This is an optimization exercise on Yosys and OpenROAD, whose aim is small area and a short achievable clock period, not a production implementation. RTL that was checked went through simulation tests only; none was proved equivalent to the original. No activity file was given, so power comes from the tool's default toggle rates.

==> try-juniper <==
// motion_command_word_parser_core
module motion_command_word_parser_core (
    input  logic        aclk,
    input  logic        aresetn,
    input  logic        s_valid,
    output logic        s_ready,
    input  logic [7:0]  s_rx_byte,
    output logic        m_valid,
    input  logic        m_ready,
    output logic [2:0]  m_status,
    output logic [1:0]  m_error_axis,
    output logic [16:0] m_x_mils,
    output logic [16:0] m_y_mils,
    output logic [16:0] m_z_mils,
    input  logic        cfg_valid,
    output logic        cfg_ready,
    input  logic [2:0]  cfg_index,
    input  logic [16:0] cfg_data
);
==> flow/config.mk <==
export PLATFORM = sky130hd
export DESIGN_NAME = motion_command_word_parser_core
export DESIGN_NICKNAME = motion_command_word_parser_core
export VERILOG_FILES = /design/flow/design.v
export SDC_FILE = /design/flow/constraint.sdc
export NUM_CORES = 4
export LEC_CHECK = 0
export ABC_CLOCK_PERIOD_IN_PS = 4500
export CAP_MARGIN = 20
export CORE_MARGIN = 2
export CORE_UTILIZATION = 40
export SETUP_SLACK_MARGIN = 5
export SLEW_MARGIN = 20
==> flow/constraint.sdc <==
create_clock -name core_clock -period 10.0 [get_ports {aclk}]
set_input_delay 2.0000 -clock core_clock [delete_from_list [all_inputs] [get_ports {aclk}]]
set_output_delay 2.0000 -clock core_clock [all_outputs]
set_load 0.01 [all_outputs]
standard.sh (not shown) runs the stock make flow with config.mk's settings and CLKGATE_MAP_FILE= SYNTH_SCRIPT=/design/flow/synth_recipe.tcl, a recipe that flattens the netlist after the stock synthesis.
==> flow/flow/run.sh <==
#!/bin/bash
# Layout flow: the standard flow (standard synthesis unchanged), with the
# port buffers made from plain buffers instead of delay buffers, the resizer
# allowed to pick any drive strength (not only cells of the same footprint),
# and a larger setup margin for timing repair. Each step's full output is in
# orfs/logs; make's own output is in make_finish.log here.
set -euo pipefail
bash standard.sh \
    "BUFFER_PORTS_ARGS=-buffer_cell sky130_fd_sc_hd__buf_1" \
    MATCH_CELL_FOOTPRINT=0 \
    SETUP_SLACK_MARGIN=5.6 \
    finish > make_finish.log 2>&1
==> inputs of try-pepper, as changes to try-juniper <==
--- a/flow/design.v
+++ b/flow/design.v
@@ -2,24 +2,16 @@
     localparam logic [3:0] CODE_DOT   = 4'b1010;
     localparam logic [3:0] CODE_EMPTY = 4'b1100;
     localparam logic [2:0] STATUS_OK       = 3'd0;
     localparam logic [2:0] STATUS_CANCEL   = 3'd1;
     localparam logic [2:0] STATUS_BAD_CHAR = 3'd2;
     localparam logic [2:0] STATUS_BAD_NUM  = 3'd3;
     localparam logic [2:0] STATUS_LIMIT    = 3'd4;
     localparam logic [16:0] LIMIT_RESET = 17'd99999;
-    function automatic logic gt17(input logic [16:0] a, input logic [16:0] b);
-        logic c;
-        c = 1'b0;
-        for (int i = 0; i < 17; i++) begin
-            c = (a[i] & ~b[i]) | ((a[i] | ~b[i]) & c);
-        end
-        gt17 = c;
-    endfunction
 endpackage
 module mcwp_axis_shape (
     input  logic [23:0] codes,
     output logic        bad,
     output logic        empty
 );
     logic [5:0] dot, emp, dig;
     always_comb begin
@@ -204,28 +196,22 @@
     logic cs37;
     logic cs38;
     assign cs37 = p_dT[13] ^ p_dK[13];
     assign cs38 = p_dT[13] & p_dK[13];
     assign r0 = {p_dT[16], p_dT[15], cs38, cs36, cs34, cs32, cs30, cs28, cs26, cs24, cs22, cs20, cs18, cs16, cs15, p_dt[1], du[0]};
     assign r1 = {1'b0, 1'b0, p_dT[14], cs37, cs35, cs33, cs31, cs29, cs27, cs25, cs23, cs21, cs19, cs17, du[2], du[1], 1'b0};
     assign mils = r0 + r1;
     logic [16:0] nl, cs_s, cs_c;
-    logic [17:0] cy;
-    assign nl   = ~limit;
-    assign cs_s = r0 ^ r1 ^ nl;
-    assign cs_c = (r0 & r1) | (r0 & nl) | (r1 & nl);
-    always_comb begin
-        cy[0] = 1'b0;
-        cy[1] = 1'b0;
-        for (int i = 1; i < 17; i++) begin
-            cy[i+1] = (cs_s[i] & cs_c[i-1]) | ((cs_s[i] | cs_c[i-1]) & cy[i]);
-        end
-    end
-    assign over = cy[17] | cs_c[16];
+    logic [17:0] cs_sum;
+    assign nl     = ~limit;
+    assign cs_s   = r0 ^ r1 ^ nl;
+    assign cs_c   = (r0 & r1) | (r0 & nl) | (r1 & nl);
+    assign cs_sum = {1'b0, cs_s} + {cs_c, 1'b0};
+    assign over   = cs_sum[17];
 endmodule
 module motion_command_word_parser_core (
     input  logic        aclk,
     input  logic        aresetn,
     input  logic        s_valid,
     output logic        s_ready,
     input  logic [7:0]  s_rx_byte,
     output logic        m_valid,
@@ -271,29 +257,32 @@
     end
     assign s_ready   = !mv || m_ready;
     assign cfg_ready = 1'b1;
     assign accept    = s_valid && s_ready;
     assign act       = accept && !discard;
     assign finish    = act && is_cr;
     assign err_any   = act && (is_etx || (sel_act && !is_cr && !is_sp && !is_letter && !is_char));
     assign wr        = act && sel_act && is_char && !(idx[2] && idx[1]);
-    logic [16:0] cfg_limit_d, cfg_hold_d;
-    logic [5:0]  cfg_en;
-    always_comb begin
-        cfg_limit_d = aresetn ? cfg_data : mcwp_pkg::LIMIT_RESET;
-        cfg_hold_d  = aresetn ? cfg_data : 17'd0;
-        for (int k = 0; k < 6; k++) begin
-            cfg_en[k] = !aresetn || (cfg_valid && cfg_index == 3'(k));
-        end
-    end
     always_ff @(posedge aclk) begin
-        for (int a = 0; a < 3; a++) begin
-            if (cfg_en[a])     limit_reg[a] <= cfg_limit_d;
-            if (cfg_en[a + 3]) hold_reg[a]  <= cfg_hold_d;
+        if (!aresetn) begin
+            for (int a = 0; a < 3; a++) begin
+                limit_reg[a] <= mcwp_pkg::LIMIT_RESET;
+                hold_reg[a]  <= '0;
+            end
+        end else if (cfg_valid) begin
+            case (cfg_index)
+                3'd0: limit_reg[0] <= cfg_data;
+                3'd1: limit_reg[1] <= cfg_data;
+                3'd2: limit_reg[2] <= cfg_data;
+                3'd3: hold_reg[0]  <= cfg_data;
+                3'd4: hold_reg[1]  <= cfg_data;
+                3'd5: hold_reg[2]  <= cfg_data;
+                default: ;
+            endcase
         end
     end
     logic [2:0]  bad, empty, over, fresh;
     logic [23:0] wr_cur, wr_new;
     logic [19:0] wr_digits;
     logic [19:0] conv_in;
     logic [16:0] conv_limit;
     logic [16:0] conv_mils;
@@ -323,54 +312,54 @@
             default: conv_limit = limit_reg[2];
         endcase
     end
     mcwp_axis_conv u_conv (.digits(conv_in), .limit(conv_limit), .mils(conv_mils), .over(conv_over));
     logic [2:0] fin_status;
     logic [1:0] fin_axis;
     always_comb begin
         for (int a = 0; a < 3; a++) begin
-            over[a] = !empty[a] && (fresh[a] ? conv_over : mcwp_pkg::gt17(val_reg[a], limit_reg[a]));
+            over[a] = !empty[a] && (fresh[a] ? conv_over : (val_reg[a] > limit_reg[a]));
         end
         if (|bad) begin
             fin_status = mcwp_pkg::STATUS_BAD_NUM;
             fin_axis   = bad[2] ? 2'd2 : bad[1] ? 2'd1 : 2'd0;
         end else if (|over) begin
             fin_status = mcwp_pkg::STATUS_LIMIT;
             fin_axis   = over[2] ? 2'd2 : over[1] ? 2'd1 : 2'd0;
         end else begin
             fin_status = mcwp_pkg::STATUS_OK;
             fin_axis   = 2'd0;
         end
     end
     always_ff @(posedge aclk) begin
         for (int a = 0; a < 3; a++) begin
-            if (s_ready && is_cr && empty[a]) begin
+            if (finish && empty[a]) begin
                 val_reg[a] <= hold_reg[a];
             end else if (fresh[a]) begin
                 val_reg[a] <= conv_mils;
             end
         end
     end
     always_ff @(posedge aclk) begin
         if (!aresetn) begin
             lw <= 2'd3;
         end else begin
             lw <= wr ? sel_ax : 2'd3;
         end
     end
-    logic       st_clr;
-    logic [3:0] st_d;
-    assign st_clr = !aresetn || (accept && is_cr);
-    assign st_d   = st_clr ? mcwp_pkg::CODE_EMPTY : code;
+    logic clr;
+    assign clr = accept && is_cr;
     always_ff @(posedge aclk) begin
         for (int a = 0; a < 3; a++) begin
             for (int i = 0; i < 6; i++) begin
-                if (st_clr || (wr && sel_ax == 2'(a) && idx == 3'(i))) begin
-                    st[a*24+i*4 +: 4] <= st_d;
+                if (!aresetn || clr) begin
+                    st[a*24+i*4 +: 4] <= mcwp_pkg::CODE_EMPTY;
+                end else if (wr && sel_ax == 2'(a) && idx == 3'(i)) begin
+                    st[a*24+i*4 +: 4] <= code;
                 end
             end
         end
     end
     always_ff @(posedge aclk) begin
         if (!aresetn) begin
             sel_act <= 1'b0;
             discard <= 1'b0;
==> flow/run.sh (new file) <==
#!/bin/bash
# synth_recipe.tcl (not shown) runs the flow's synth.tcl, then flattens the netlist and writes it again
# the make line also repeats each setting of config.mk as NAME=value (left out here)
make -C /OpenROAD-flow-scripts/flow DESIGN_CONFIG=/design/flow/config.mk WORK_HOME=/design/flow/orfs CLKGATE_MAP_FILE= SYNTH_SCRIPT=/design/flow/synth_recipe.tcl finish
removed: flow/flow/run.sh
removed: flow/standard.sh
==> qor summary <==
|  | try-juniper | try-pepper |
|---|---|---|
| Outcome | finished clean | finished clean |
| Total global-route track usage | 20.5% | 22.6% |
| Count of inserted tapcells | 455 | 511 |
| Number of nets in the synthesized netlist | 1413 | 1987 |
| Final cell count without fillers | 1901 | 2411 |
| Part of the total power dissipated in sequential elements | 40.0% | 33.1% |
| Global-route wire length before repair | 57000 µm | 69600 µm |
| Synth area leader | sky130_fd_sc_hd__edfxtp_1 | sky130_fd_sc_hd__dfxtp_1 |
| Sequential share of cell area | 46.6% | 32.8% |
| Post-synth design cell area | 14000 µm² | 15200 µm² |
| Internal power | 2.35 mW | 2.41 mW |
| Area of the placeable core | 34500 µm² | 37600 µm² |
| Final HPWL DP | 27600 µm | 32800 µm |
| Buf+Inv Stages, Crit Path | 3 | 2 |
| Post-synthesis cell count | 1320 | 1828 |
| Wire length on met1 | 17600 µm | 20300 µm |
| DRC violation total after the first TritonRoute iteration | 867 | 912 |
| Layout Skew | 0.0194 ns | 0.0146 ns |
| GR Layer Usage met2 | 32.5% | 37.7% |
| Layout fillers | 3321 | 3658 |
| Multiplexer fraction of the synthesized cell area | 4.77% | 6.83% |
| R2r worst-path depth | 17 | 16 |
| Combinational group share of total power | 30.2% | 36.2% |
| Area growth from synthesis to layout | 15.1% | 15.8% |
| Power density normalized to cell area | 213 nW/µm² | 210 nW/µm² |
| Post-Synth XOR/XNOR Area | 1.06% | 0.863% |
| Buffering overhead | 3.50% | 6.08% |
Only the layout flow was run in try-juniper; the RTL was not checked for function there.

==> port drivers added, routing unchanged <==
Ports are ideal in the flow. The routed layouts listed here were re-timed in OpenROAD.
Step 1 assumes that a clkbuf_16 drives the clock port and a buf_2 every other input.
Step 2 moves the port delays by t, midway between the first and last clock arrival at a register: inputs arrive t later, outputs are due t later. That takes back most of the time a late clock gives input paths.
Slacks: ideal / step 1 / step 2; pairs: ideal / step 1.
run	t, ns	setup slack, ns	worst setup path at the end	latest minus earliest clock arrival (ns)
try-juniper	0.592	5.587 / 5.564 / 5.203	input to register	0.021 / 0.020
try-pepper	0.613	5.080 / 5.058 / 4.678	input to register	0.015 / 0.015
After both steps setup and hold are still met in every run listed. For try-pepper, which loses most, drivers alone change the setup slack by -0.022 ns; drivers and shift together by -0.402 ns.
